This is an optimization exercise on Yosys and OpenROAD, whose aim is small area, a short achievable clock period and few clock cycles per item, not a production implementation. Where RTL was checked, it was by simulation tests only, not by an equivalence proof against the original. No functional check of the RTL was part of run 1. No activity file was given, so power comes from the tool's default toggle rates.

<file path="flow/config.mk">
export PLATFORM = sky130hd
export DESIGN_NAME = doubly_linked_list_manager
export DESIGN_NICKNAME = doubly_linked_list_manager
export VERILOG_FILES = /design/flow/design.v
export SDC_FILE = /design/flow/constraint.sdc
export NUM_CORES = 4
export LEC_CHECK = 0
export ABC_AREA = 1
export CAP_MARGIN = 30
export CORE_MARGIN = 2
export CORE_UTILIZATION = 60
export CTS_BUF_LIST = sky130_fd_sc_hd__clkbuf_16
export CTS_CLUSTER_DIAMETER = 100
export CTS_CLUSTER_SIZE = 30
export PLACE_DENSITY = 0.72
export SETUP_SLACK_MARGIN = 3.4
export SLEW_MARGIN = 30
</file>
<file path="flow/run.sh">
#!/bin/bash
# synth_recipe.tcl (not shown) runs the flow's synth.tcl, then flattens the netlist and writes it again
# the make line also repeats each setting of config.mk as NAME=value (left out here)
make -C /OpenROAD-flow-scripts/flow DESIGN_CONFIG=/design/flow/config.mk WORK_HOME=/design/flow/orfs CLKGATE_MAP_FILE= SYNTH_SCRIPT=/design/flow/synth_recipe.tcl finish
</file>
<file path="flow/constraint.sdc">
create_clock -name core_clock -period 5.5 [get_ports {clk}]
set_input_delay 1.1000 -clock core_clock [delete_from_list [all_inputs] [get_ports {clk}]]
set_output_delay 1.1000 -clock core_clock [all_outputs]
set_load 0.01 [all_outputs]
</file>
<file path="flow/design.v">
package dll_pkg;
  localparam int MODE_W     = 3;
  localparam int LIST_IN_W  = 2;
  localparam int NODE_IN_W  = 6;
  localparam int NODE_OUT_W = 6;
  typedef enum logic [MODE_W-1:0] {
    MODE_CLEAR    = 3'd0,
    MODE_INS_TAIL = 3'd1,
    MODE_INS_HEAD = 3'd2,
    MODE_DELETE   = 3'd3,
    MODE_GET_HEAD = 3'd4,
    MODE_GET_TAIL = 3'd5
  } mode_t;
  typedef enum logic [1:0] {
    ST_OK       = 2'd0,
    ST_EMPTY    = 2'd1,
    ST_LINKED   = 2'd2,
    ST_UNLINKED = 2'd3
  } status_t;
  typedef struct packed {
    status_t                 status;
    logic [NODE_OUT_W-1:0]   node;
    logic                    empty;
  } res_t;
  function automatic res_t make_res(status_t s, logic [NODE_OUT_W-1:0] n, logic e);
    make_res = {s, n, e};
  endfunction
endpackage
module doubly_linked_list_manager #(
  parameter int NODE_COUNT = 64,
  parameter int LIST_COUNT = 4
) (
  input  logic        clk,
  input  logic        rst_n,
  input  logic        start,
  output logic        busy,
  input  logic [2:0]  in_mode,
  input  logic [1:0]  in_list_id,
  input  logic [5:0]  in_node_index,
  output logic        out_valid,
  output logic [1:0]  out_status,
  output logic [5:0]  out_result_node,
  output logic        out_list_empty
);
  localparam int N = 64;
  localparam int L = 4;
  localparam int Q = 4;    
  logic [N-1:0]       lnk_q;    
  logic [N-1:0]       nv_q;     
  logic [N-1:0][1:0]  own_q;    
  logic [N-1:0][5:0]  nxt_q;    
  logic [L-1:0][5:0]  hd_q, tl_q;
  logic [L-1:0]       ne_q;     
  logic         v1;
  logic [2:0]   m1;
  logic [1:0]   l1;
  logic [5:0]   x1;
  logic         busy_q, clr_acc_q;
  logic         acc;
  assign busy = busy_q;
  assign acc  = start && !busy_q;
  always_ff @(posedge clk) begin
    if (!rst_n) begin
      v1        <= 1'b0;
      busy_q    <= 1'b0;
      clr_acc_q <= 1'b0;
    end else begin
      v1        <= acc;
      clr_acc_q <= acc && (in_mode == 3'd0);
      busy_q    <= (acc && (in_mode == 3'd0)) || clr_acc_q;
    end
    m1 <= in_mode;
    l1 <= in_list_id;
    x1 <= in_node_index;
  end
  logic [N-1:0] x1h;
  always_comb for (int i = 0; i < N; i++) x1h[i] = (x1 == 6'(i));
  logic [Q-1:0]      ql, qv;
  logic [Q-1:0][5:0] qn;
  always_comb begin
    ql = '0;
    qv = '0;
    qn = '0;
    for (int i = 0; i < N; i++) begin
      ql[i/16] = ql[i/16] | (x1h[i] & lnk_q[i]);
      qv[i/16] = qv[i/16] | (x1h[i] & nv_q[i]);
      qn[i/16] = qn[i/16] | ({6{x1h[i]}} & nxt_q[i]);
    end
  end
  logic              v2;
  logic [2:0]        m2;
  logic [1:0]        l2;
  logic [5:0]        x2;
  logic [Q-1:0]      ql2, qv2;
  logic [Q-1:0][5:0] qn2;
  always_ff @(posedge clk) begin
    if (!rst_n) v2 <= 1'b0;
    else        v2 <= v1;
    m2  <= m1;
    l2  <= l1;
    x2  <= x1;
    ql2 <= ql;
    qv2 <= qv;
    qn2 <= qn;
  end
  logic         wenw;          
  logic [5:0]   waw;
  logic         pvw;           
  logic [5:0]   pbw;
  logic [5:0]   wdw;           
  logic         nvww;          
  logic [5:0]   xw;
  logic [1:0]   lsw;           
  logic         insw, instw, delw, clrw;
  logic         hww, hqw;      
  logic         tww, tpw;      
  logic         nsw, ncw;      
  logic [L-1:0][5:0] hd_d, tl_d;
  logic [L-1:0]      ne_d;
  logic [L-1:0]      hw_j, tw_j;
  always_comb begin
    hd_d = hd_q;
    tl_d = tl_q;
    ne_d = ne_q;
    for (int j = 0; j < L; j++) begin
      hw_j[j] = hww && (lsw == 2'(j));
      tw_j[j] = tww && (lsw == 2'(j));
      if (hw_j[j]) hd_d[j] = hqw ? wdw : xw;
      if (tw_j[j]) tl_d[j] = tpw ? pbw : xw;
      if (nsw && lsw == 2'(j)) ne_d[j] = 1'b1;
      if (ncw && lsw == 2'(j)) ne_d[j] = 1'b0;
    end
  end
  always_ff @(posedge clk) begin
    if (!rst_n) ne_q <= '0;
    else        ne_q <= ne_d;
    hd_q <= hd_d;
    tl_q <= tl_d;
  end
  logic [N-1:0] we, kill;
  logic [5:0]   wae;
  assign wae = delw ? pbw : waw;
  for (genvar i = 0; i < N; i++) begin : g_node
    assign we[i]   = (wenw || pvw) && wae == 6'(i);
    assign kill[i] = xw == 6'(i) && (delw || instw);
    always_ff @(posedge clk) begin
      if (!rst_n) lnk_q[i] <= 1'b0;
      else if (xw == 6'(i) && insw) lnk_q[i] <= 1'b1;
      else if (xw == 6'(i) && delw) lnk_q[i] <= 1'b0;
      else if (clrw && own_q[i] == lsw) lnk_q[i] <= 1'b0;
      if (!rst_n || kill[i] || (clrw && own_q[i] == lsw)) nv_q[i] <= 1'b0;
      else if (we[i]) nv_q[i] <= nvww;
      if (insw && xw == 6'(i)) own_q[i] <= lsw;
      if (we[i]) nxt_q[i] <= wdw;
    end
  end
  logic       ins3, inst3, del3, wen3, pv3, nvw3;
  logic [5:0] x3, wa3, pb3, wd3;
  always_ff @(posedge clk) begin
    if (!rst_n) begin
      ins3  <= 1'b0;
      inst3 <= 1'b0;
      del3  <= 1'b0;
      wen3  <= 1'b0;
      pv3   <= 1'b0;
    end else begin
      ins3  <= insw;
      inst3 <= instw;
      del3  <= delw;
      wen3  <= wenw;
      pv3   <= pvw;
    end
    x3   <= xw;
    wa3  <= waw;
    pb3  <= pbw;
    wd3  <= wdw;
    nvw3 <= nvww;
  end
  logic       rl, rnv;
  logic [5:0] rq;
  always_comb begin
    rl  = ql2[x2[5:4]];
    rnv = qv2[x2[5:4]];
    rq  = qn2[x2[5:4]];
    if (x3 == x2 && (ins3 || del3)) rl = ins3;
    if ((wen3 && wa3 == x2) || (pv3 && pb3 == x2)) begin
      rnv = nvw3;
      rq  = wd3;
    end
    if (x3 == x2 && (del3 || inst3)) rnv = 1'b0;
  end
  logic       xeq, aeq, deq, peq;
  logic       rk, fnv;
  logic [5:0] fq;
  assign xeq = (xw == x2);
  assign aeq = wenw && (waw == x2);
  assign deq = (wdw == x2);
  assign peq = pvw && (pbw == x2);
  always_comb begin
    rk  = (xeq && (insw || delw)) ? insw : rl;
    fnv = rnv;
    if (aeq || peq) fnv = nvww;
    if (xeq && (delw || instw)) fnv = 1'b0;
    fq  = (aeq || peq) ? wdw : rq;
  end
  logic [5:0] pb, pbr;
  always_comb begin
    pbr = '0;
    for (int i = 0; i < N; i++)
      if (nv_q[i] && (nxt_q[i] == x2)) pbr = pbr | 6'(i);
    pb = ((wenw || pvw) && nvww && deq) ? wae : pbr;
  end
  logic [L-1:0] ph, qt;
  logic         rpn, rqn;
  logic [1:0]   rown;
  always_comb begin
    for (int j = 0; j < L; j++) begin
      ph[j] = ne_d[j] && (hw_j[j] ? (hqw ? deq : xeq) : (hd_q[j] == x2));
      qt[j] = ne_d[j] && (tw_j[j] ? (tpw ? (pbw == x2) : xeq) : (tl_q[j] == x2));
    end
    rpn = |ph;
    rqn = |qt;
    rown[0] = ph[1] | ph[3] | qt[1] | qt[3];
    rown[1] = ph[2] | ph[3] | qt[2] | qt[3];
  end
  logic [5:0] h2, t2;
  logic       e2;
  assign h2 = hd_d[l2];
  assign t2 = tl_d[l2];
  assign e2 = !ne_d[l2];
  logic i_t, i_h, i_d, i_c;
  assign i_t = v2 && (m2 == 3'd1) && !rk;
  assign i_h = v2 && (m2 == 3'd2) && !rk;
  assign i_d = v2 && (m2 == 3'd3) && rk;
  assign i_c = v2 && (m2 == 3'd0);
  always_ff @(posedge clk) begin
    if (!rst_n) begin
      wenw  <= 1'b0;
      pvw   <= 1'b0;
      insw  <= 1'b0;
      instw <= 1'b0;
      delw  <= 1'b0;
      clrw  <= 1'b0;
      hww   <= 1'b0;
      tww   <= 1'b0;
      nsw   <= 1'b0;
      ncw   <= 1'b0;
    end else begin
      wenw  <= (i_t && !e2) || i_h;
      pvw   <= i_d && !rpn;
      insw  <= i_t || i_h;
      instw <= i_t;
      delw  <= i_d;
      clrw  <= i_c;
      hww   <= i_h || (i_t && e2) || (i_d && rpn && !rqn);
      tww   <= i_t || (i_h && e2) || (i_d && rqn && !rpn);
      nsw   <= i_t || i_h;
      ncw   <= i_c || (i_d && rpn && rqn);
    end
    pbw <= pb;
    hqw <= (m2 == 3'd3);
    tpw <= (m2 == 3'd3);
    xw  <= x2;
    lsw <= (m2 == 3'd3) ? rown : l2;
    waw <= (m2 == 3'd1) ? t2 : x2;
    if (m2 == 3'd1) begin
      wdw <= x2; nvww <= 1'b1;
    end else if (m2 == 3'd2) begin
      wdw <= h2; nvww <= !e2;
    end else begin
      wdw <= fq; nvww <= fnv;
    end
  end
  logic [1:0] rs;
  logic [5:0] rn;
  logic       re;
  always_comb begin
    rs = 2'd0;
    rn = 6'd0;
    re = e2;
    unique case (m2)
      3'd0: re = 1'b1;
      3'd1, 3'd2: begin
        if (rk) rs = 2'd2;
        else re = 1'b0;
      end
      3'd3: begin
        if (!rk) begin rs = 2'd3; re = 1'b0; end
        else re = rpn && rqn;
      end
      3'd4, 3'd5: begin
        if (e2) rs = 2'd1;
        else rn = (m2 == 3'd4) ? h2 : t2;
      end
      default: ;
    endcase
  end
  logic       ov;
  logic [1:0] os;
  logic [5:0] on;
  logic       oe;
  always_ff @(posedge clk) begin
    if (!rst_n) ov <= 1'b0;
    else        ov <= v2;
    os <= rs;
    on <= rn;
    oe <= re;
  end
  assign out_valid       = ov;
  assign out_status      = os;
  assign out_result_node = on;
  assign out_list_empty  = oe;
endmodule
</file>
==> flow_metrics.tcl, run 1 <==
set metrics [dict create \
    min_from "l1[0]" \
    clkTransAtPathRegs_ns 0.12 \
    design.die.area_um2 69600 \
    synthTopCellsByArea "edfxtp_1, dfxtp_1, nand2_1" \
    setup_viol 0 \
    track_usage_pct 49.1 \
    syn2layout_area_growth_pct 20.1 \
    drc 0 \
    hold_viol 0 \
    async_flop_share_pct 0 \
    max_clock_freq_mhz 426 \
    cts_buffer_depth 3 \
    drive_gt1_share_pct 18.6 \
    core_um2 67000 \
    antenna_found_initial 9 \
    critical_path_class "register to register" \
    syn_area_um2 40500 \
    grt_pass1_wl_mm 245 \
    power_frac_clock_pct 29.9 \
    tightest_slew_ns 0.853 \
    fp.dieH_um 264 \
    cp_data_required_time_ns 5.87 \
    rows 95 \
    gp_congestion 1.03 \
    grt_max_degree 81 \
    vias_per_cell 6.92 \
    root_buffer "clkbuf_16" \
    fin_crit_ns 2.35 \
    synth.largest_area_cell "edfxtp_1" \
    yosys-top-cells-count "nand2_1, nor2_1, edfxtp_1, inv_1, dfxtp_1" \
    ant_nets 0 \
    status "no timing/DRC/antenna violations" \
    hold_class "register to register" \
    finalCritPeriodShare_pct 42.7 \
    crit_path_max_fanout 7 \
    initial_utilization_pct 60.4 \
    sw_frac_of_total_pct 28.2 \
    fillCellCount 4929 \
    gr-total-overflow 0 \
    numPortBuffers 24 \
    reg2reg_from "delw" \
    multi_input_area_um2 17700 \
    dr.pass1.iters 9 \
    pin_count 25 \
    seqPwrFrac_pct 57.0 \
    die_w_um 264 \
    combPwrFrac_pct 13.1 \
    synth_ff_type "edfxtp_1" \
    h-tree-depth 2 \
    synth_top_area_share_pct 38.4 \
    switchingPower_mw 3.38 \
    seqCellArea_um2 21800 \
    fin_setup_tns_ns 0 \
    syn_inst 4630 \
    drv_slew 0 \
    crit_path_end_kind "register" \
    yosysMostFrequentCell "nand2_1" \
    wl_per_cell_um 31.7 \
    pwr_density_cell_nw_per_um2 246 \
    arrival_ns 2.72 \
    syn_nets 4644 \
    p_int_mw 8.60 \
    cts_tree "built" \
    clock_skew_ns 0.0259 \
    drt_iter0_drc 7924 \
    cts_sinks 827 \
    syn_avg_cell_area_um2 8.75 \
    num_vias 39419 \
    wl_mm 181 \
    relSlewSlack_pct 43.2 \
    nNetsFinal 4810 \
    rsz0062_at_grt "yes" \
    total_power_mw 12.0 \
    hpwl_mm 105 \
    drv_cap 0 \
    ys_seq_area_share_pct 53.7 \
    peakVddDrop_mv 0.316 \
    crit_start "delw" \
    synth_cell_types 61 \
    worst_skew_pair.late_latency_ns 0.66 \
    synth_seq_cells 827 \
    grt_pass1_vias 35013 \
    ys_warn_count 1 \
    cts_made_buffers 37 \
    start_kind "register" \
    synth_edf_count 518 \
    cellLeakagePower_nw 17.8 \
]
worst paths after layout:
kind	to	slack, ns	depth (start not counted)
hold / removal	l2[0]	0.33	0
hold reg to reg	l2[0]	0.33	0
setup reg to reg	nxt_q[75]	3.15	7
setup / recovery	nxt_q[75]	3.15	7
critical path, stage by stage, from the launching register on:
cell and delay (ns):
dfxtp_4 0.40, buf_16 0.16, o21ai_4 0.41, inv_2 0.15
nor3_4 0.25, bufinv_16 0.24, nor2_4 0.27, buf_4 0.17
layer usage:
metal	global-route usage, %	share of wire, %	up-vias
met5	1.52	0.23	-
met4	35.0	10	14
met3	19.1	17	1076
met2	68.9	39	3653
met1	61.7	33	18400
li1	-	-	16276
cell usage in the layout (no fill, tap or decap), types with 68 or more instances in the layout:
master,Yosys,final
nand2_1,967,906
edfxtp_1,518,518
inv_1,503,467
nor2_1,565,418
dfxtp_1,309,276
o21ai_0,238,191
a21oi_1,197,181
nand3_1,165,150
o22ai_1,152,144
nor2_4,25,141
buf_4,19,131
xnor2_1,85,85
nand4_1,81,81
a211oi_1,85,76
nor2_2,43,75
o211ai_1,74,74
buf_12,0,68
power groups by stage:
stage          registers (mW)  logic [mW]  clock network, mW
6_report                 6.83        1.57               3.58
5_1_grt                  6.83        1.58               3.71
4_1_cts                  6.82        1.33               3.53
3_5_place_dp             6.98        1.06                  0
3_3_place_gp             6.98        1.04                  0
2_1_floorplan            6.98       0.573                  0
cells by family after synthesis:
logic type,share of synthesized area [%]
AND/OR/NAND/NOR,20.6
XOR/XNOR,2.53
flip-flops,53.7
buffers and inverters,7.44
AO/OA/AOI/OAI,15.7
sequential cells by signal, indices dropped and copies added (netlist names), 24 cells and up:
signal,flops
own_q,128
nxt_q,384
hd_q,24
lnk_q,64
tl_q,24
qn2,24
nv_q,64
area by class of cell:
type / count / share of cell area (%)
sequential: 827 / 44.9
multi-input combinational: 3066 / 36.3
timing repair buffer: 314 / 8.84
inverter: 536 / 4.87
tap: 873 / 2.25
clock buffer: 40 / 2.06
clock inverter: 24 / 0.422
timing repair inverter: 14 / 0.340
antenna: 5 / 0.0257
metrics by stage:
| stage | instances | utilization, % | instance area (um^2) | worst slack (ns) | hold WS (ns) |
|---|---|---|---|---|---|
| finish | 5699 | 72.6 | 48600 | 3.15 | 0.334 |
| floorplan | 4630 | - | 40500 | 3.31 | 0.310 |
| global route | 5695 | 72.5 | 48600 | 3.17 | 0.347 |
| global placement | 5383 | 61.7 | 41400 | 2.00 | 0.311 |
| detailed placement | 5383 | 61.7 | 41400 | 1.99 | 0.312 |
| CTS | 5565 | 68.8 | 46100 | 3.27 | 0.338 |
what timing repair did:
action	4_1_cts	5_1_grt
pin swaps	45	118
cloned	28	14
gates resized for setup	529	329
hold buffers	0	0
endpoints found under the setup margin	644	605
buffers inserted	90	115
==> run 2: changes to the inputs <==
--- a/flow/design.v
+++ b/flow/design.v
@@ -46,5 +46,4 @@
   localparam int L = 4;
   localparam int Q = 4;    
-  logic [N-1:0]       lnk_q;    
   logic [N-1:0]       nv_q;     
   logic [N-1:0][1:0]  own_q;    
@@ -58,7 +57,9 @@
   logic         busy_q, clr_acc_q;
   logic         acc;
+  logic         rst_q;         
   assign busy = busy_q;
   assign acc  = start && !busy_q;
   always_ff @(posedge clk) begin
+    rst_q <= !rst_n;
     if (!rst_n) begin
       v1        <= 1'b0;
@@ -74,16 +75,22 @@
     x1 <= in_node_index;
   end
-  logic [N-1:0] x1h;
-  always_comb for (int i = 0; i < N; i++) x1h[i] = (x1 == 6'(i));
-  logic [Q-1:0]      ql, qv;
+  logic [N-1:0]      x1h;
+  logic [Q-1:0]      qv;
   logic [Q-1:0][5:0] qn;
+  logic [5:0]        pr;       
+  logic              pf;       
   always_comb begin
-    ql = '0;
     qv = '0;
     qn = '0;
+    pr = '0;
+    pf = 1'b0;
     for (int i = 0; i < N; i++) begin
-      ql[i/16] = ql[i/16] | (x1h[i] & lnk_q[i]);
+      x1h[i] = (x1 == 6'(i));
       qv[i/16] = qv[i/16] | (x1h[i] & nv_q[i]);
       qn[i/16] = qn[i/16] | ({6{x1h[i]}} & nxt_q[i]);
+      if (nv_q[i] && (nxt_q[i] == x1)) begin
+        pr = pr | 6'(i);
+        pf = 1'b1;
+      end
     end
   end
@@ -92,6 +99,8 @@
   logic [1:0]        l2;
   logic [5:0]        x2;
-  logic [Q-1:0]      ql2, qv2;
+  logic [Q-1:0]      qv2;
   logic [Q-1:0][5:0] qn2;
+  logic [5:0]        pr2;
+  logic              pf2;
   always_ff @(posedge clk) begin
     if (!rst_n) v2 <= 1'b0;
@@ -100,7 +109,8 @@
     l2  <= l1;
     x2  <= x1;
-    ql2 <= ql;
     qv2 <= qv;
     qn2 <= qn;
+    pr2 <= pr;
+    pf2 <= pf;
   end
   logic         wenw;          
@@ -133,28 +143,23 @@
   end
   always_ff @(posedge clk) begin
-    if (!rst_n) ne_q <= '0;
-    else        ne_q <= ne_d;
+    if (rst_q) ne_q <= '0;
+    else       ne_q <= ne_d;
     hd_q <= hd_d;
     tl_q <= tl_d;
   end
-  logic [N-1:0] we, kill;
-  logic [5:0]   wae;
+  logic [5:0] wae;
+  logic       wev;
   assign wae = delw ? pbw : waw;
+  assign wev = wenw || pvw;
   for (genvar i = 0; i < N; i++) begin : g_node
-    assign we[i]   = (wenw || pvw) && wae == 6'(i);
-    assign kill[i] = xw == 6'(i) && (delw || instw);
     always_ff @(posedge clk) begin
-      if (!rst_n) lnk_q[i] <= 1'b0;
-      else if (xw == 6'(i) && insw) lnk_q[i] <= 1'b1;
-      else if (xw == 6'(i) && delw) lnk_q[i] <= 1'b0;
-      else if (clrw && own_q[i] == lsw) lnk_q[i] <= 1'b0;
-      if (!rst_n || kill[i] || (clrw && own_q[i] == lsw)) nv_q[i] <= 1'b0;
-      else if (we[i]) nv_q[i] <= nvww;
+      if (rst_q || (xw == 6'(i) && (delw || instw)) || (clrw && own_q[i] == lsw)) nv_q[i] <= 1'b0;
+      else if (wev && wae == 6'(i)) nv_q[i] <= nvww;
       if (insw && xw == 6'(i)) own_q[i] <= lsw;
-      if (we[i]) nxt_q[i] <= wdw;
+      if (wev && wae == 6'(i)) nxt_q[i] <= wdw;
     end
   end
-  logic       ins3, inst3, del3, wen3, pv3, nvw3;
-  logic [5:0] x3, wa3, pb3, wd3;
+  logic       ins3, inst3, del3, wev3, nvw3;
+  logic [5:0] x3, wae3, wd3;
   always_ff @(posedge clk) begin
     if (!rst_n) begin
@@ -162,52 +167,44 @@
       inst3 <= 1'b0;
       del3  <= 1'b0;
-      wen3  <= 1'b0;
-      pv3   <= 1'b0;
+      wev3  <= 1'b0;
     end else begin
       ins3  <= insw;
       inst3 <= instw;
       del3  <= delw;
-      wen3  <= wenw;
-      pv3   <= pvw;
+      wev3  <= wev;
     end
     x3   <= xw;
-    wa3  <= waw;
-    pb3  <= pbw;
+    wae3 <= wae;
     wd3  <= wdw;
     nvw3 <= nvww;
   end
-  logic       rl, rnv;
-  logic [5:0] rq;
+  logic       xeq3, aeq3, deq3, xeq, aeq, deq;
+  assign xeq3 = (x3 == x2);
+  assign aeq3 = wev3 && (wae3 == x2);
+  assign deq3 = wev3 && nvw3 && (wd3 == x2);     
+  assign xeq  = (xw == x2);
+  assign aeq  = wev && (wae == x2);
+  assign deq  = (wdw == x2);
+  logic       rnv, fnv;
+  logic [5:0] rq, fq, pb;
+  logic       lk;
   always_comb begin
-    rl  = ql2[x2[5:4]];
     rnv = qv2[x2[5:4]];
     rq  = qn2[x2[5:4]];
-    if (x3 == x2 && (ins3 || del3)) rl = ins3;
-    if ((wen3 && wa3 == x2) || (pv3 && pb3 == x2)) begin
+    if (aeq3) begin
       rnv = nvw3;
       rq  = wd3;
     end
-    if (x3 == x2 && (del3 || inst3)) rnv = 1'b0;
-  end
-  logic       xeq, aeq, deq, peq;
-  logic       rk, fnv;
-  logic [5:0] fq;
-  assign xeq = (xw == x2);
-  assign aeq = wenw && (waw == x2);
-  assign deq = (wdw == x2);
-  assign peq = pvw && (pbw == x2);
-  always_comb begin
-    rk  = (xeq && (insw || delw)) ? insw : rl;
+    if (xeq3 && (del3 || inst3)) rnv = 1'b0;
     fnv = rnv;
-    if (aeq || peq) fnv = nvww;
+    fq  = rq;
+    if (aeq) begin
+      fnv = nvww;
+      fq  = wdw;
+    end
     if (xeq && (delw || instw)) fnv = 1'b0;
-    fq  = (aeq || peq) ? wdw : rq;
-  end
-  logic [5:0] pb, pbr;
-  always_comb begin
-    pbr = '0;
-    for (int i = 0; i < N; i++)
-      if (nv_q[i] && (nxt_q[i] == x2)) pbr = pbr | 6'(i);
-    pb = ((wenw || pvw) && nvww && deq) ? wae : pbr;
+    if (wev && nvww && deq) pb = wae;
+    else if (deq3)          pb = wae3;
+    else                    pb = pr2;
   end
   logic [L-1:0] ph, qt;
@@ -224,4 +221,10 @@
     rown[1] = ph[2] | ph[3] | qt[2] | qt[3];
   end
+  logic rk;
+  always_comb begin
+    if (xeq && (insw || delw))        rk = insw;
+    else if (xeq3 && (ins3 || del3))  rk = ins3;
+    else rk = rpn || (wev && nvww && deq) || deq3 || pf2;
+  end
   logic [5:0] h2, t2;
   logic       e2;
@@ -235,5 +238,5 @@
   assign i_c = v2 && (m2 == 3'd0);
   always_ff @(posedge clk) begin
-    if (!rst_n) begin
+    if (rst_q) begin
       wenw  <= 1'b0;
       pvw   <= 1'b0;
--- a/flow/config.mk
+++ b/flow/config.mk
@@ -9,9 +9,9 @@
 export CAP_MARGIN = 30
 export CORE_MARGIN = 2
-export CORE_UTILIZATION = 60
+export CORE_UTILIZATION = 50
 export CTS_BUF_LIST = sky130_fd_sc_hd__clkbuf_16
 export CTS_CLUSTER_DIAMETER = 100
-export CTS_CLUSTER_SIZE = 30
-export PLACE_DENSITY = 0.72
-export SETUP_SLACK_MARGIN = 3.4
+export CTS_CLUSTER_SIZE = 20
+export PLACE_DENSITY = 0.65
+export SETUP_SLACK_MARGIN = 3.3
 export SLEW_MARGIN = 30
==> run 2 against run 1 <==
Compared with the run above: sequential power decreased by 6.9%; sequential cell count down 67; first-iteration DRC count down 26%; global-route usage shrank 10 points; non-clock buffer count fell by 10; power is 5.6% lower; synthesized cell count decreased by 14%; combinational power fell by 6%; routed wire length down 13%; still clean on timing, DRC and antenna; via count fell by 14%; final cell count is 9.7% lower.
==> flow_metrics.tcl, run 2 <==
set metrics [dict create \
    fp.dieH_um 276 \
    dpl-instance-area_um2 38200 \
    ff2ff_path_depth 13 \
    drc 0 \
    relSlewSlack_pct 40.2 \
    top_regs "nxt_q x384, own_q x128, nv_q x64" \
    fin_area_um2 44300 \
    hold_buffers 0 \
    synth_ff_type "edfxtp_1" \
    wl_mm 156 \
    cts_tree "built" \
    hold_class "register to register" \
    wl_per_cell_um 30.4 \
    root_buffer "clkbuf_16" \
    syn_inst 3965 \
    cts_made_buffers 44 \
    yosys-top-cells-count "nand2_1, edfxtp_1, nor2_1, inv_1, dfxtp_1" \
    grt_max_degree 66 \
    reg2reg_slack_ns 3.22 \
    syn2layout_area_growth_pct 19.4 \
    pre_cts_slack_ns 2.09 \
    final_common_cell "nand2_1" \
    h-tree-depth 2 \
    drv_slew 0 \
    numPortBuffers 24 \
    synth_top_area_share_pct 41.9 \
    hpwl_mm 98.1 \
    min_from "m1[2]" \
    clkTransAtPathRegs_ns 0.08 \
    cts_sinks 760 \
    arrival_ns 2.79 \
    yosysMostFrequentCell "nand2_1" \
    clock_skew_ns 0.0300 \
    multi_input_area_um2 16000 \
    pwr_density_cell_nw_per_um2 256 \
    ys_seq_area_share_pct 55.0 \
    gp_congestion 1.06 \
    initial_utilization_pct 50.7 \
    track_usage_pct 38.7 \
    peakVddDrop_mv 0.299 \
    rsz0062_at_grt "yes" \
    dr.pass1.iters 7 \
    synth_seq_cells 760 \
    cts_buffer_depth 3 \
    drive_gt1_share_pct 18.9 \
    status "no timing/DRC/antenna violations" \
    synth_cell_types 64 \
    max_clock_freq_mhz 439 \
    synth.largest_area_cell "edfxtp_1" \
    fin_setup_tns_ns 0 \
    pin_count 25 \
    nNetsFinal 4163 \
    critical_path_class "register to register" \
    grt_pass1_vias 30607 \
    drv_cap 0 \
    start_kind "register" \
    crit_path_max_fanout 7 \
    vias_per_cell 6.60 \
    gr-total-overflow 0 \
    r2r-end "hww" \
    total_power_mw 11.3 \
    async_flop_share_pct 0 \
    syn_nets 3979 \
    synthTopCellsByArea "edfxtp_1, dfxtp_1, nand2_1" \
    crit_path_end "hww" \
    synth_edf_count 518 \
    seqCellArea_um2 20500 \
    reg2reg_from "x2[4]" \
    hold_viol 0 \
    die_w_um 276 \
    tightest_slew_ns 0.893 \
    syn_area_um2 37100 \
    fin_crit_ns 2.28 \
    fin_ws_ns 3.22 \
    largest-register "nxt_q" \
    crit_path_end_kind "register" \
    fillCellCount 6089 \
    crit_start "x2[4]" \
    cellLeakagePower_nw 15.7 \
    largest_register_ffs 384 \
    drt_iter0_drc 5871 \
    design.die.area_um2 76400 \
    worst_skew_pair.late_latency_ns 0.64 \
    syn_avg_cell_area_um2 9.35 \
    setup_viol 0 \
    ant_nets 0 \
    num_vias 33960 \
    ys_warn_count 1 \
    rows 99 \
    grt_pass1_wl_mm 215 \
    cp_data_required_time_ns 6.01 \
    finalCritPeriodShare_pct 41.5 \
    core_um2 73200 \
    final_cell_mix "nand2_1, edfxtp_1, inv_1" \
    antenna_found_initial 5 \
]
-- run 2: what timing repair did --
action / CTS / global route
gates cloned: 15 / 11
endpoints found under the setup margin: 595 / 361
gates resized for setup: 397 / 259
pin swaps: 22 / 78
buffers inserted: 84 / 120
-- run 2: final cells by class --
class | instances | area share (%)
clock buffers | 45 | 2.54
inverters | 405 | 3.95
repair inverters | 7 | 0.144
well taps | 959 | 2.71
diodes | 2 | 0.0113
flip-flops and latches | 760 | 46.2
multi-input cells | 2627 | 36.2
repair buffers | 304 | 7.88
clock inverters | 35 | 0.359
-- run 2: per-layer routing --
layer	part of all wire, %	wire length [um]	GRT usage (%)	up-vias
li1	-	-	-	14378
met1	36	56800	51.1	16116
met2	41	63900	55.1	2861
met3	15	23900	12.7	597
met4	7.5	11700	23.6	8
met5	0.051	80	0	-
-- run 2: per-stage QoR --
stage | hold slack (ns) | util (%) | std cells
floorplan | 0.310 | - | 3965
global placement | 0.312 | 52.2 | 4831
detailed placement | 0.315 | 52.2 | 4832
CTS | 0.335 | 57.2 | 5011
global route | 0.339 | 60.5 | 5142
finish | 0.333 | 60.5 | 5144
-- run 2: kinds of logic (layout without fill, tap and decap cells) --
family / count (synthesis) / after routing / synth area share, %
AO/OA/AOI/OAI: 873 / 873 / 15.8
other: 0 / 2 / 0
flip-flops: 760 / 760 / 55.0
buffers and inverters: 580 / 796 / 6.29
XOR/XNOR: 218 / 218 / 5.15
AND/OR/NAND/NOR: 1534 / 1536 / 17.8
-- run 2: critical path: stages (launching register included) --
cell	delay, ns
dfxtp_4	0.37
buf_12	0.10
clkinvlp_4	0.06
buf_6	0.14
or2_2	0.28
nor3b_1	0.15
nand2_1	0.08
nor2_1	0.07
nor3_2	0.34
nand3_2	0.16
nand3_4	0.15
nand2_4	0.10
nand3_1	0.09
nand3_1	0.06
-- run 2: worst min path at each step --
stage,end,cells after the start
after CTS,l2[0],0
after floorplan,l2[0],0
final,m2[2],0
after global placement,m2[2],0
after detailed placement,l2[0],0
after global routing,m2[1],0
-- run 2: report_power, final --
part / leakage, nW / switching, mW / internal, mW / total (mW)
clock network: 0.736 / 1.98 / 1.50 / 3.48
registers: 6.69 / 0.0998 / 6.26 / 6.36
logic: 8.23 / 1.03 / 0.451 / 1.48
Testbench counts of run 2, summed over its fixed seeds: cycles 12,290, ops 12,000.
==> run 3: changes to the inputs <==
--- a/flow/design.v
+++ b/flow/design.v
@@ -55,4 +55,5 @@
   logic [1:0]   l1;
   logic [5:0]   x1;
+  logic [5:0]   x1n;           
   logic         busy_q, clr_acc_q;
   logic         acc;
@@ -74,22 +75,23 @@
     l1 <= in_list_id;
     x1 <= in_node_index;
+    x1n <= ~in_node_index;
   end
   logic [N-1:0]      x1h;
   logic [Q-1:0]      qv;
   logic [Q-1:0][5:0] qn;
-  logic [5:0]        pr;       
-  logic              pf;       
+  logic [Q-1:0][3:0] pr;       
+  logic [Q-1:0]      pf;       
   always_comb begin
     qv = '0;
     qn = '0;
     pr = '0;
-    pf = 1'b0;
+    pf = '0;
     for (int i = 0; i < N; i++) begin
       x1h[i] = (x1 == 6'(i));
       qv[i/16] = qv[i/16] | (x1h[i] & nv_q[i]);
       qn[i/16] = qn[i/16] | ({6{x1h[i]}} & nxt_q[i]);
-      if (nv_q[i] && (nxt_q[i] == x1)) begin
-        pr = pr | 6'(i);
-        pf = 1'b1;
+      if (nv_q[i] && (i < N / 2 ? (nxt_q[i] == x1) : (nxt_q[i] == ~x1n))) begin
+        pr[i/16] = pr[i/16] | 4'(i);
+        pf[i/16] = 1'b1;
       end
     end
@@ -101,6 +103,6 @@
   logic [Q-1:0]      qv2;
   logic [Q-1:0][5:0] qn2;
-  logic [5:0]        pr2;
-  logic              pf2;
+  logic [Q-1:0][3:0] pr2;
+  logic [Q-1:0]      pf2;
   always_ff @(posedge clk) begin
     if (!rst_n) v2 <= 1'b0;
@@ -206,5 +208,5 @@
     if (wev && nvww && deq) pb = wae;
     else if (deq3)          pb = wae3;
-    else                    pb = pr2;
+    else                    pb = {pf2[3] | pf2[2], pf2[3] | pf2[1], pr2[0] | pr2[1] | pr2[2] | pr2[3]};
   end
   logic [L-1:0] ph, qt;
@@ -225,5 +227,5 @@
     if (xeq && (insw || delw))        rk = insw;
     else if (xeq3 && (ins3 || del3))  rk = ins3;
-    else rk = rpn || (wev && nvww && deq) || deq3 || pf2;
+    else rk = rpn || (wev && nvww && deq) || deq3 || (|pf2);
   end
   logic [5:0] h2, t2;
==> run 3 against run 2 <==
Compared with the run above: first-iteration DRC count decreased by 23%; critical path type unchanged; maximum frequency increased by 1.2%; still clean; global-route usage decreased by 2.3 points.
==> flow_metrics.tcl, run 3 <==
set metrics [dict create \
    max_clock_freq_mhz 444 \
    fin_setup_tns_ns 0 \
    hold_buffers 0 \
    crit_chain "nand2_1 -> o21ai_4 -> inv_1 -> nor2_1 -> inv_1 -> nor2_1 -> inv_1 -> nor2_2" \
    finalCritPeriodShare_pct 40.9 \
    root_buffer "clkbuf_16" \
    worst_skew_pair.late_latency_ns 0.64 \
    synth_cell_types 72 \
    h-tree-depth 2 \
    pre_cts_slack_ns 2.26 \
    die_w_um 277 \
    gr-total-overflow 0 \
    fillCellCount 6211 \
    switchingPower_mw 3.03 \
    num_vias 32751 \
    initial_utilization_pct 50.3 \
    cts_made_buffers 44 \
    hold_class "register to register" \
    arrival_ns 2.53 \
    fin_cells 4939 \
    grt_pass1_wl_mm 204 \
    power_frac_clock_pct 30.5 \
    fin_ws_ns 3.25 \
    peakVddDrop_mv 0.208 \
    relSlewSlack_pct 36.5 \
    vias_per_cell 6.63 \
    yosys-top-cells-count "nand2_1, edfxtp_1, nor2_1, inv_1, dfxtp_1" \
    crit_top_cell "inv_1" \
    reg2reg_from "delw" \
    top_regs "nxt_q x384, own_q x128, nv_q x64" \
    largest-register "nxt_q" \
    hold_viol 0 \
    nNetsFinal 3951 \
    cts_sinks 779 \
    largest_register_ffs 384 \
    syn_nets 3802 \
    grt_max_degree 101 \
    syn_area_um2 37200 \
    dr.pass1.iters 9 \
    ff2ff_path_depth 8 \
    hpwl_mm 92.3 \
    final_common_cell "nand2_1" \
    clock_skew_ns 0.0360 \
    syn_inst 3788 \
    crit_path_end_kind "register" \
    drive_gt1_share_pct 19.6 \
    fin_crit_ns 2.25 \
    rows 100 \
    rsz0062_at_grt "yes" \
    wl_per_cell_um 29.4 \
    cellLeakagePower_nw 15.4 \
    clkTransAtPathRegs_ns 0.09 \
    final_cell_mix "nand2_1, edfxtp_1, inv_1" \
    async_flop_share_pct 0 \
    setup_viol 0 \
    cts_buffer_depth 3 \
    cp_data_required_time_ns 5.78 \
    ys_seq_area_share_pct 55.8 \
    ant_nets 0 \
    fp.dieH_um 277 \
    critical_path_buf_inv_count 3 \
    r2r-end "nxt_q[128]" \
    seqPwrFrac_pct 57.4 \
    synthTopCellsByArea "edfxtp_1, dfxtp_1, nand2_1" \
    synth_top_area_share_pct 41.8 \
    syn_avg_cell_area_um2 9.83 \
    yosysMostFrequentCell "nand2_1" \
    antenna_found_initial 6 \
    design.die.area_um2 76700 \
    drc 0 \
    p_int_mw 8.30 \
    track_usage_pct 36.4 \
    crit_path_max_fanout 14 \
    whs_path_depth 0 \
    tightest_slew_ns 0.952 \
    drv_slew 0 \
    multi_input_area_um2 15400 \
    cts_tree "built" \
    synth_ff_type "edfxtp_1" \
    cpPeakStageDelay_ns 0.49 \
    pwr_density_cell_nw_per_um2 260 \
    combPwrFrac_pct 12.1 \
    gp_congestion 1.01 \
    synth.largest_area_cell "edfxtp_1" \
    seqCellArea_um2 20900 \
    synth_seq_cells 779 \
    grt_pass1_vias 29381 \
    sw_frac_of_total_pct 26.7 \
    critical_path_class "register to register" \
    core_um2 74100 \
    pin_count 25 \
    drv_cap 0 \
    syn2layout_area_growth_pct 17.1 \
    start_kind "register" \
    wl_mm 145 \
    reg2reg_slack_ns 3.25 \
    min_from "m1[0]" \
    synth_edf_count 518 \
    numPortBuffers 24 \
    path_delay_family "simple AND/OR/NAND/NOR gates" \
    cp_slowest_cell "dfxtp_4" \
    status "no timing/DRC/antenna violations" \
    drt_iter0_drc 4542 \
    holdPathEnd "m2[0]" \
    dpl.cell_count 4652 \
    ys_warn_count 1 \
]
-- run 3: kinds of logic after synthesis --
group	after synthesis	synth area share [%]
simple gates	1376	16.3
compound gates	919	18.3
flops	779	55.8
buf+inv	567	6.16
xor+xnor	145	3.41
mux	2	0.0538
-- run 3: final cells by class --
type	instances	share of cell area (%)
inverter	386	3.67
multi-input combinational	2444	35.2
antenna	1	0.00574
tap	969	2.78
clock inverter	33	0.284
clock buffer	45	2.58
timing repair inverter	3	0.0545
sequential	779	47.8
timing repair buffer	279	7.57
-- run 3: per-stage QoR --
stage          total power [mW]  util (%)  area, um^2  hold slack (ns)
2_1_floorplan              7.20         -       37200            0.310
3_3_place_gp               7.64      51.7       38300            0.310
3_5_place_dp               7.64      51.7       38300            0.312
4_1_cts                    11.2      56.3       41700            0.331
5_1_grt                    11.6      58.8       43600            0.340
6_report                   11.3      58.9       43600            0.332
-- run 3: what timing repair did --
action / in CTS / in global routing
gates cloned: 17 / 3
setup endpoints to repair: 598 / 327
pin swaps: 25 / 66
buffers inserted: 79 / 109
resized for setup: 322 / 226
-- run 3: power by group through the flow --
stage	sequential, mW	combinational [mW]	clock (mW)
after CTS	6.49	1.24	3.46
final	6.50	1.38	3.46
after global placement	6.63	1.00	0
after floorplan	6.65	0.552	0
after global routing	6.51	1.42	3.66
after detailed placement	6.63	1.01	0
-- run 3: worst max-delay path by stage --
stage                            end  cells after the start  startpoint
after floorplan                  hww                     19      wdw[4]
after global placement       qn2[11]                      8       x1[4]
after detailed placement     qn2[11]                      8       x1[4]
after CTS                  own_q[46]                      4       xw[0]
after global routing        nv_q[45]                     11        delw
final                     nxt_q[128]                      8        delw
-- run 3: per-layer routing --
| layer | part of all wire [%] | track usage [%] |
|---|---|---|
| met1 | 37 | 47.9 |
| met2 | 43 | 54.2 |
| met3 | 12 | 8.88 |
| met4 | 7.6 | 22.9 |
| met5 | 0.0089 | 0 |
Testbench counts of run 3, summed over its fixed seeds: cycles 12,290, ops 12,000.
==> run 4: changes to the inputs <==
--- a/flow/config.mk
+++ b/flow/config.mk
@@ -9,9 +9,9 @@
 export CAP_MARGIN = 30
 export CORE_MARGIN = 2
-export CORE_UTILIZATION = 50
+export CORE_UTILIZATION = 40
 export CTS_BUF_LIST = sky130_fd_sc_hd__clkbuf_16
 export CTS_CLUSTER_DIAMETER = 100
 export CTS_CLUSTER_SIZE = 20
-export PLACE_DENSITY = 0.65
+export PLACE_DENSITY = 0.55
 export SETUP_SLACK_MARGIN = 3.3
 export SLEW_MARGIN = 30
==> run 4 against run 3 <==
Compared with the run above: register-to-register slack better by 0.04 ns; largest power group unchanged; die area is 25% higher; highest routed layer unchanged; maximum frequency is 1.7% higher; area after synthesis is the same; critical path depth grew 4; largest cell class unchanged; core utilization is 11 points lower; via count fell by 1.9%.
==> flow_metrics.tcl, run 4 <==
set metrics [dict create \
    syn_area_um2 37200 \
    cts_buffer_depth 3 \
    syn_nets 3802 \
    cp_slowest_cell "dfxtp_4" \
    dpl.cell_count 4931 \
    grt_pass1_wl_mm 212 \
    largest_register_ffs 384 \
    cpPeakStageDelay_ns 0.55 \
    initial_utilization_pct 40.5 \
    setup_viol 0 \
    rows 111 \
    syn_avg_cell_area_um2 9.83 \
    gr-total-overflow 0 \
    cellLeakagePower_nw 15.3 \
    fillCellCount 8500 \
    grt_max_degree 81 \
    cts_sinks 779 \
    synth_cell_types 72 \
    worst_skew_pair.late_latency_ns 0.63 \
    cp_data_required_time_ns 5.99 \
    nNetsFinal 3944 \
    die_w_um 309 \
    drive_gt1_share_pct 19.8 \
    finalCritPeriodShare_pct 40.3 \
    top_regs "nxt_q x384, own_q x128, nv_q x64" \
    status "no timing/DRC/antenna violations" \
    dr.pass1.iters 6 \
    fin_crit_ns 2.21 \
    wl_mm 149 \
    largest-register "nxt_q" \
    track_usage_pct 30.5 \
    yosysMostFrequentCell "nand2_1" \
    tightest_slew_ns 0.961 \
    wl_met1_mm 58.6 \
    drv_slew 0 \
    relSlewSlack_pct 35.9 \
    fin_cells 5209 \
    clock_skew_ns 0.0298 \
    synth.largest_area_cell "edfxtp_1" \
    synth_edf_count 518 \
    async_flop_share_pct 0 \
    critical_path_class "register to register" \
    yosys-top-cells-count "nand2_1, edfxtp_1, nor2_1, inv_1, dfxtp_1" \
    crit_chain "nor2_2 -> inv_2 -> nor2_1 -> inv_2 -> buf_12 -> nor2_2 -> inv_1 -> nor2_1 -> a221oi_1 -> nand3_1 -> a221oi_1 -> o211ai_1" \
    antenna_found_initial 6 \
    num_vias 32120 \
    highest_layer "met5" \
    synthTopCellsByArea "edfxtp_1, dfxtp_1, nand2_1" \
    path_delay_family "compound AO/OA/AOI/OAI gates" \
    crit_path_end_kind "register" \
    hold_viol 0 \
    numPortBuffers 24 \
    arrival_ns 2.70 \
    pwr_density_cell_nw_per_um2 260 \
    clkTransAtPathRegs_ns 0.09 \
    grt_pass1_vias 29860 \
    hold_buffers 0 \
    wl_met3_mm 14.4 \
    hold_class "register to register" \
    crit_path_max_fanout 7 \
    core_um2 91900 \
    ant_nets 0 \
    wl_met2_mm 66.0 \
    max_clock_freq_mhz 452 \
    synth_top_area_share_pct 41.8 \
    critical_path_buf_inv_count 4 \
    syn2layout_area_growth_pct 17.7 \
    start_kind "register" \
    cts_tree "built" \
    wl_per_cell_um 28.6 \
    syn_inst 3788 \
    synth_seq_cells 779 \
    h-tree-depth 2 \
    peakVddDrop_mv 0.253 \
    root_buffer "clkbuf_16" \
    pin_count 25 \
    cts_made_buffers 45 \
    design.die.area_um2 95600 \
    synth_ff_type "edfxtp_1" \
    fp.dieH_um 309 \
    reg2reg_slack_ns 3.29 \
    drv_cap 0 \
    ys_seq_area_share_pct 55.8 \
    final_common_cell "nand2_1" \
    vias_per_cell 6.17 \
    final_cell_mix "nand2_1, edfxtp_1, inv_1" \
    gp_congestion 0.988 \
    drc 0 \
    drt_iter0_drc 4346 \
    fin_setup_tns_ns 0 \
    rsz0062_at_grt "yes" \
    hpwl_mm 98.7 \
    ys_warn_count 1 \
]
-- run 4: repair_timing --
| action | in CTS | in global routing |
|---|---|---|
| endpoints found under the setup margin | 615 | 345 |
| pin swaps | 27 | 74 |
| setup buffers | 81 | 101 |
| gates cloned | 12 | 1 |
| resized for setup | 334 | 240 |
-- run 4: cell type report --
class / count / area, um^2 / share of cell area, %
multi-input cells: 2442 / 15400 / 35.1
clock buffers: 45 / 1130 / 2.57
diodes: 3 / 7.51 / 0.0171
inverters: 386 / 1660 / 3.79
flip-flops and latches: 779 / 20900 / 47.6
clock inverters: 35 / 158 / 0.360
well taps: 1243 / 1560 / 3.55
repair inverters: 4 / 32.5 / 0.0742
repair buffers: 272 / 3040 / 6.93
-- run 4: cells by family (layout without fill, tap and decap cells) --
group | Yosys count | count (layout) | synth area share, %
DFF | 779 | 779 | 55.8
and+or+nand+nor | 1376 | 1376 | 16.3
other | 0 | 3 | 0
buffers and inverters | 567 | 742 | 6.16
AOI/OAI and AO/OA | 919 | 919 | 18.3
xor gates and xnor gates | 145 | 145 | 3.41
muxes | 2 | 2 | 0.0538
-- run 4: report_power, final --
group	switching [mW]	internal, mW
Combinational	0.969	0.410
Sequential	0.0960	6.40
Clock	1.99	1.52
-- run 4: metrics by stage --
stage	area [um^2]	hold WS, ns	setup slack, ns	util [%]	total power, mW
4_1_cts	42000	0.332	3.26	45.7	11.3
3_3_place_gp	38700	0.310	2.42	42.1	7.67
3_5_place_dp	38700	0.313	2.39	42.1	7.68
2_1_floorplan	37200	0.310	3.03	-	7.20
6_report	43800	0.327	3.29	47.7	11.4
5_1_grt	43800	0.336	3.19	47.7	11.7
-- run 4: worst paths after layout --
path | start | end | depth (start not counted)
worst min register to register | m1[0] | m2[0] | 0
worst min-delay path | m1[0] | m2[0] | 0
worst max-delay path | x1[0] | qn2[23] | 12
worst max register to register | x1[0] | qn2[23] | 12
-- run 4: layer usage --
metal,GRT usage (%),up-vias
met5,0,-
met4,18.0,2
met3,5.51,406
met2,47.1,1926
met1,40.1,15767
li1,-,14019
==> run 5: changes to the inputs <==
--- a/flow/design.v
+++ b/flow/design.v
@@ -78,10 +78,8 @@
   end
   logic [N-1:0]      x1h;
-  logic [Q-1:0]      qv;
   logic [Q-1:0][5:0] qn;
   logic [Q-1:0][3:0] pr;       
   logic [Q-1:0]      pf;       
   always_comb begin
-    qv = '0;
     qn = '0;
     pr = '0;
@@ -89,5 +87,4 @@
     for (int i = 0; i < N; i++) begin
       x1h[i] = (x1 == 6'(i));
-      qv[i/16] = qv[i/16] | (x1h[i] & nv_q[i]);
       qn[i/16] = qn[i/16] | ({6{x1h[i]}} & nxt_q[i]);
       if (nv_q[i] && (i < N / 2 ? (nxt_q[i] == x1) : (nxt_q[i] == ~x1n))) begin
@@ -101,5 +98,4 @@
   logic [1:0]        l2;
   logic [5:0]        x2;
-  logic [Q-1:0]      qv2;
   logic [Q-1:0][5:0] qn2;
   logic [Q-1:0][3:0] pr2;
@@ -111,5 +107,4 @@
     l2  <= l1;
     x2  <= x1;
-    qv2 <= qv;
     qn2 <= qn;
     pr2 <= pr;
@@ -162,15 +157,13 @@
     end
   end
-  logic       ins3, inst3, del3, wev3, nvw3;
+  logic       ins3, del3, wev3, nvw3;
   logic [5:0] x3, wae3, wd3;
   always_ff @(posedge clk) begin
     if (!rst_n) begin
       ins3  <= 1'b0;
-      inst3 <= 1'b0;
       del3  <= 1'b0;
       wev3  <= 1'b0;
     end else begin
       ins3  <= insw;
-      inst3 <= instw;
       del3  <= delw;
       wev3  <= wev;
@@ -188,22 +181,10 @@
   assign aeq  = wev && (wae == x2);
   assign deq  = (wdw == x2);
-  logic       rnv, fnv;
   logic [5:0] rq, fq, pb;
-  logic       lk;
   always_comb begin
-    rnv = qv2[x2[5:4]];
     rq  = qn2[x2[5:4]];
-    if (aeq3) begin
-      rnv = nvw3;
-      rq  = wd3;
-    end
-    if (xeq3 && (del3 || inst3)) rnv = 1'b0;
-    fnv = rnv;
+    if (aeq3) rq = wd3;
     fq  = rq;
-    if (aeq) begin
-      fnv = nvww;
-      fq  = wdw;
-    end
-    if (xeq && (delw || instw)) fnv = 1'b0;
+    if (aeq) fq = wdw;
     if (wev && nvww && deq) pb = wae;
     else if (deq3)          pb = wae3;
@@ -274,5 +255,5 @@
       wdw <= h2; nvww <= !e2;
     end else begin
-      wdw <= fq; nvww <= fnv;
+      wdw <= fq; nvww <= !rqn;
     end
   end
==> run 5 against run 4 <==
Compared with the run above: global-route usage shrank 0.24 points; via count shrank 2.2%; area after synthesis shrank 2.6%; die area shrank 2.6%; clock-buffer cell count is the same; non-clock buffer count grew 31; clock power is essentially flat; worst hold slack gained 0.0021 ns; register-to-register slack lost 0.04 ns; synthesized cell count shrank 0.11%; routed wire length shrank 0.84%; final cell count shrank 0.71%.
==> flow_metrics.tcl, run 5 <==
set metrics [dict create \
    status "no timing/DRC/antenna violations" \
    die_w_um 305 \
    cts_buffer_depth 3 \
    tightest_slew_ns 0.803 \
    grt_pass1_vias 29006 \
    finalCritPeriodShare_pct 41.0 \
    gr-total-overflow 0 \
    holdPathEnd "m2[2]" \
    ys_warn_count 1 \
    drv_slew 0 \
    dr.pass1.iters 6 \
    top_regs "nxt_q x384, own_q x128, nv_q x64" \
    start_kind "register" \
    final_common_cell "nand2_1" \
    multi_input_area_um2 15100 \
    min_from "m1[2]" \
    ff2ff_path_depth 10 \
    synth_top_area_share_pct 42.9 \
    ys_seq_area_share_pct 57.0 \
    grt_max_degree 66 \
    fillCellCount 8337 \
    syn_inst 3784 \
    peakVddDrop_mv 0.263 \
    nNetsFinal 3980 \
    crit_path_end_kind "register" \
    fin_setup_tns_ns 0 \
    rsz0062_at_grt "yes" \
    antenna_found_initial 4 \
    synth_cell_types 59 \
    r2r-end "qn2[11]" \
    syn_avg_cell_area_um2 9.58 \
    core_um2 89900 \
    gp_congestion 1.04 \
    rows 110 \
    drv_cap 0 \
    syn2layout_area_growth_pct 20.2 \
    track_usage_pct 30.3 \
    async_flop_share_pct 0 \
    pwr_density_cell_nw_per_um2 260 \
    synthTopCellsByArea "edfxtp_1, dfxtp_1, nand2_1" \
    cts_sinks 774 \
    fin_area_um2 43600 \
    yosysMostFrequentCell "nand2_1" \
    max_clock_freq_mhz 443 \
    dpl-instance-area_um2 37800 \
    hold_class "register to register" \
    wl_mm 148 \
    yosys-top-cells-count "nand2_1, edfxtp_1, nor2_1, inv_1, dfxtp_1" \
    final_cell_mix "nand2_1, edfxtp_1, inv_1" \
    synth_edf_count 518 \
    largest-register "nxt_q" \
    seqCellArea_um2 20800 \
    cts_tree "built" \
    h-tree-depth 2 \
    cts_made_buffers 45 \
    relSlewSlack_pct 45.8 \
    fp.dieH_um 305 \
    critical_path_class "register to register" \
    hold_viol 0 \
    whs_path_depth 0 \
    synth_seq_cells 774 \
    root_buffer "clkbuf_16" \
    syn_area_um2 36300 \
    ant_nets 0 \
    drc 0 \
    cp_data_required_time_ns 5.96 \
    clock_skew_ns 0.0264 \
    reg2reg_from "x1[1]" \
    hpwl_mm 97.2 \
    design.die.area_um2 93100 \
    synth_ff_type "edfxtp_1" \
    hold_buffers 0 \
    num_vias 31426 \
    drt_iter0_drc 4673 \
    vias_per_cell 6.08 \
    worst_skew_pair.late_latency_ns 0.64 \
    synth.largest_area_cell "edfxtp_1" \
    clkTransAtPathRegs_ns 0.09 \
    arrival_ns 2.71 \
    fin_crit_ns 2.26 \
    initial_utilization_pct 40.3 \
    setup_viol 0 \
    crit_path_max_fanout 7 \
    numPortBuffers 24 \
    cellLeakagePower_nw 15.5 \
    grt_pass1_wl_mm 206 \
    reg2reg_slack_ns 3.24 \
    drive_gt1_share_pct 19.7 \
    syn_nets 3798 \
    pin_count 25 \
    largest_register_ffs 384 \
    wl_per_cell_um 28.6 \
]
## run 5: cell count changes after synthesis, sizes merged, moves of 17 or more
cell / before / now
o221a: 49 / 0
nand2: 623 / 697
a2111oi: 61 / 38
a21oi: 110 / 156
a221oi: 133 / 57
o22ai: 106 / 125
nand3: 72 / 89
xnor2: 76 / 130
a31oi: 11 / 47
nor2: 480 / 423
a211oi: 33 / 53
o31ai: 19 / 2
## run 5: cells by family after synthesis
| logic type | count (synthesis) | share of synthesized area [%] |
|---|---|---|
| AO/OA/AOI/OAI | 866 | 16.0 |
| XOR/XNOR | 212 | 5.12 |
| flip-flops | 774 | 57.0 |
| buffers and inverters | 551 | 5.98 |
| AND/OR/NAND/NOR | 1381 | 15.9 |
## run 5: area by class of cell
cell class / count / share of cell area (%)
antenna: 2 / 0.0115
clock buffer: 45 / 2.58
clock inverter: 30 / 0.304
inverter: 377 / 3.75
multi-input combinational: 2460 / 34.6
sequential: 774 / 47.7
tap: 1176 / 3.38
timing repair buffer: 303 / 7.56
timing repair inverter: 5 / 0.0947
## run 5: per-layer routing
layer,up-vias,global-route usage [%],wire length [um],part of all wire [%]
li1,13798,-,-,-
met5,-,0,27,0.018
met3,396,6.06,15300,10
met4,4,13.6,8260,5.6
met2,1876,45.9,63700,43
met1,15352,41.8,60400,41
## run 5: critical path, stage by stage (launching register included)
cell        delay (ns)
dfxtp_4           0.41
clkinvlp_4        0.21
nand2_4           0.15
nor2_1            0.07
buf_6             0.17
nand3_1           0.14
nand4_1           0.23
a21oi_2           0.17
o21ai_0           0.11
a21oi_1           0.21
nand4_1           0.20
## run 5: worst max-delay path by stage
stage	from	to	slack, ns	cells past startpoint
2_1_floorplan	wdw[1]	hww	3.04	17
3_3_place_gp	wdw[0]	on[0]	2.27	9
3_5_place_dp	wdw[0]	on[0]	2.31	9
4_1_cts	xw[4]	own_q[44]	3.21	6
5_1_grt	delw	nv_q[50]	3.16	10
6_report	x1[1]	qn2[11]	3.24	10
## run 5: repair_timing
item                                    4_1_cts  5_1_grt
resized for setup                           405      270
endpoints found under the setup margin      660      511
cloned                                       10        6
pin swaps                                    16       81
setup buffers                                77      131
## run 5: power breakdown
part	total, mW	internal, mW	leakage (nW)	switching, mW
Clock	3.50	1.50	0.705	2.01
Combinational	1.37	0.438	7.95	0.936
Sequential	6.46	6.36	6.80	0.101
Total	11.3	8.29	15.5	3.04
## run 5: metrics by stage
step	power (mW)	setup WS (ns)	utilization [%]	cells	hold slack (ns)
after floorplan	7.16	3.04	-	3784	0.310
after global placement	7.60	2.27	42.0	4870	0.312
after detailed placement	7.61	2.31	42.0	4871	0.312
after CTS	11.2	3.21	45.8	5033	0.333
after global routing	11.6	3.16	48.5	5170	0.334
final	11.3	3.24	48.5	5172	0.329
Testbench counts of run 5, summed over its fixed seeds: cycles 12,290, ops 12,000.
==> run 6: changes to the inputs <==
--- a/flow/config.mk
+++ b/flow/config.mk
@@ -7,5 +7,5 @@
 export LEC_CHECK = 0
 export ABC_AREA = 1
-export CAP_MARGIN = 30
+export CAP_MARGIN = 10
 export CORE_MARGIN = 2
 export CORE_UTILIZATION = 40
@@ -15,3 +15,3 @@
 export PLACE_DENSITY = 0.55
 export SETUP_SLACK_MARGIN = 3.3
-export SLEW_MARGIN = 30
+export SLEW_MARGIN = 10
==> run 6 against run 5 <==
Compared with the run above: still clean on timing, DRC and antenna; sequential power about the same; worst hold slack improved by 0.0029 ns; global-route usage is 0.15 points higher; critical path depth grew 1; area after synthesis unchanged; die area stayed put; routed wire length decreased by 0.18%; clock-buffer cell count unchanged; sequential share of layout area rose by 0.060 points; clock skew rose by 0.0081 ns; non-clock buffer count is 4 lower; core utilization is 0.070 points lower; largest cell class unchanged.
==> flow_metrics.tcl, run 6 <==
set metrics [dict create \
    grt_pass1_vias 29086 \
    gp_congestion 1.04 \
    setup_viol 0 \
    ys_warn_count 1 \
    fin_setup_tns_ns 0 \
    cts_tree "built" \
    die_w_um 305 \
    switchingPower_mw 3.02 \
    numPortBuffers 24 \
    critical_path_class "register to register" \
    grt_pass1_wl_mm 207 \
    fin_ws_ns 3.19 \
    nNetsFinal 3976 \
    dr.pass1.iters 9 \
    peakVddDrop_mv 0.194 \
    vias_per_cell 6.04 \
    fin_area_um2 43500 \
    final_cell_mix "nand2_1, edfxtp_1, inv_1" \
    cp_data_required_time_ns 6.05 \
    syn_avg_cell_area_um2 9.58 \
    crit_path_max_fanout 7 \
    drv_cap 0 \
    clkTransAtPathRegs_ns 0.09 \
    gr-total-overflow 0 \
    hpwl_mm 97.0 \
    worst_skew_pair.late_latency_ns 0.63 \
    root_buffer "clkbuf_16" \
    tightest_slew_ns 1.12 \
    sw_frac_of_total_pct 26.7 \
    rsz0062_at_grt "yes" \
    synth_cell_types 59 \
    initial_utilization_pct 40.3 \
    num_vias 31220 \
    synthTopCellsByArea "edfxtp_1, dfxtp_1, nand2_1" \
    start_kind "register" \
    syn_inst 3784 \
    synth_top_area_share_pct 42.9 \
    combPwrFrac_pct 12.1 \
    cts_sinks 774 \
    core_um2 89900 \
    drc 0 \
    crit_path_end_kind "register" \
    power_frac_clock_pct 30.8 \
    finish.utilization_pct 48.4 \
    relSlewSlack_pct 25.3 \
    rows 110 \
    h-tree-depth 2 \
    max_clock_freq_mhz 434 \
    largest_register_ffs 384 \
    synth_ff_type "edfxtp_1" \
    drive_gt1_share_pct 18.9 \
    top_regs "nxt_q x384, own_q x128, nv_q x64" \
    final_common_cell "nand2_1" \
    finalCritPeriodShare_pct 41.9 \
    grt_max_degree 66 \
    drt_iter0_drc 4183 \
    largest-register "nxt_q" \
    pwr_density_cell_nw_per_um2 260 \
    syn2layout_area_growth_pct 20.0 \
    status "no timing/DRC/antenna violations" \
    cts_buffer_depth 3 \
    antenna_found_initial 4 \
    fp.dieH_um 305 \
    synth_edf_count 518 \
    holdWs_ns 0.332 \
    ant_nets 0 \
    yosysMostFrequentCell "nand2_1" \
    pin_count 25 \
    syn_area_um2 36300 \
    hold_viol 0 \
    hold_class "register to register" \
    design.die.area_um2 93100 \
    wl_mm 147 \
    pre_cts_slack_ns 2.30 \
    synth_seq_cells 774 \
    yosys-top-cells-count "nand2_1, edfxtp_1, nor2_1, inv_1, dfxtp_1" \
    syn_nets 3798 \
    arrival_ns 2.86 \
    clock_skew_ns 0.0345 \
    cts_made_buffers 45 \
    drv_slew 0 \
    dpl-instance-area_um2 37700 \
    track_usage_pct 30.4 \
    wl_per_cell_um 28.5 \
    fin_crit_ns 2.31 \
    synth.largest_area_cell "edfxtp_1" \
    seqPwrFrac_pct 57.1 \
    async_flop_share_pct 0 \
    p_int_mw 8.29 \
    ys_seq_area_share_pct 57.0 \
    hold_buffers 0 \
    cellLeakagePower_nw 15.4 \
]
[run 6: cell counts after synthesis]
Identical to the previous run, type by type.
[run 6: kinds of logic after synthesis]
logic type	share of synthesized area [%]
buffers and inverters	5.98
xor gates and xnor gates	5.12
and+or+nand+nor	15.9
AOI/OAI and AO/OA	16.0
DFF	57.0
[run 6: final timing paths]
path	cells past startpoint	slack [ns]	to	start
max	11	3.19	qn2[5]	x1[3]
min	0	0.33	m2[1]	m1[1]
max reg2reg	11	3.19	qn2[5]	x1[3]
min reg2reg	0	0.33	m2[1]	m1[1]
[run 6: per-layer routing]
layer	vias to the layer above	GRT usage (%)	wire, um
met5	-	0	13
met4	2	13.4	7770
met1	15210	41.5	59200
met3	376	6.73	16200
met2	1808	46.4	64300
li1	13824	-	-
[run 6: layout make-up]
class	count	area [um^2]
diodes	2	5.00
repair buffers	299	3270
flip-flops and latches	774	20800
clock inverters	33	141
inverters	377	1630
multi-input cells	2462	15100
clock buffers	45	1130
well taps	1176	1470
fillers	8342	46300
repair inverters	3	27.5
[run 6: power by group through the flow]
| stage | combinational [mW] | clock [mW] | sequential, mW |
|---|---|---|---|
| 2_1_floorplan | 0.558 | 0 | 6.60 |
| 3_3_place_gp | 0.995 | 0 | 6.61 |
| 3_5_place_dp | 1.00 | 0 | 6.61 |
| 4_1_cts | 1.23 | 3.53 | 6.46 |
| 5_1_grt | 1.43 | 3.73 | 6.47 |
| 6_report | 1.37 | 3.48 | 6.46 |
[run 6: through the flow]
stage	instances	total power [mW]
final	5171	11.3
after global routing	5169	11.6
after CTS	5069	11.2
after detailed placement	4870	7.61
after global placement	4870	7.60
after floorplan	3784	7.16
[run 6: repair_timing]
| item | CTS | global route |
|---|---|---|
| endpoints found under the setup margin | 658 | 505 |
| gates cloned | 12 | 5 |
| endpoints found under the hold margin | 0 | 0 |
| gates resized for setup | 441 | 212 |
| pin swaps | 38 | 60 |
| buffers inserted | 109 | 95 |
[run 6: worst max-delay path, cell delays in order (launching register included)]
cell	delay, ns
dfxtp_4	0.39
buf_4	0.14
buf_6	0.13
nor2_1	0.16
inv_2	0.12
nor2_4	0.26
inv_1	0.17
nor2_1	0.28
inv_1	0.14
o22ai_1	0.20
a211oi_1	0.07
nand4_1	0.16

[afterwards: timing with drivers on the ports]
The flow's constraints put no driver on any port. The routed layouts listed below were extracted and timed again, unchanged, in two steps. Step 1 (the two cells are an assumption about what drives the block):
set clk [get_ports {clk}]
set_driving_cell -lib_cell sky130_fd_sc_hd__clkbuf_16 $clk
set_driving_cell -lib_cell sky130_fd_sc_hd__buf_2 [delete_from_list [all_inputs] $clk]
Step 2 adds t to the input delays and takes it off the output delays; t is the mean of the earliest and latest rising clock arrival at the registers after step 1. Input paths then give back, and output paths get back, about the clock's delay inside the block. Slacks: no drivers / after step 1 / after step 2; pairs: no drivers / after step 1.
| run | t, ns | setup slack, ns | worst hold slack (ns) | worst data-port slew with drivers (ns) | pins driven straight from the clock port |
|---|---|---|---|---|---|
| run 1 | 0.714 | 3.152 / 3.152 / 2.525 | 0.334 / 0.334 / 0.334 | 0.06 | 1 |
| run 2 | 0.692 | 3.220 / 3.220 / 3.159 | 0.333 / 0.333 / 0.333 | 0.10 | 1 |
| run 3 | 0.688 | 3.248 / 3.248 / 3.060 | 0.332 / 0.332 / 0.332 | 0.05 | 1 |
| run 4 | 0.691 | 3.286 / 3.258 / 3.112 | 0.327 / 0.327 / 0.327 | 0.06 | 1 |
| run 5 | 0.697 | 3.243 / 3.243 / 3.181 | 0.329 / 0.329 / 0.329 | 0.04 | 1 |
| run 6 | 0.684 | 3.193 / 3.193 / 3.184 | 0.332 / 0.332 / 0.332 | 0.04 | 1 |
After both steps every run listed still meets setup and hold. For run 1, which loses most, drivers alone change the setup slack by 0.000 ns; drivers and shift together by -0.627 ns.
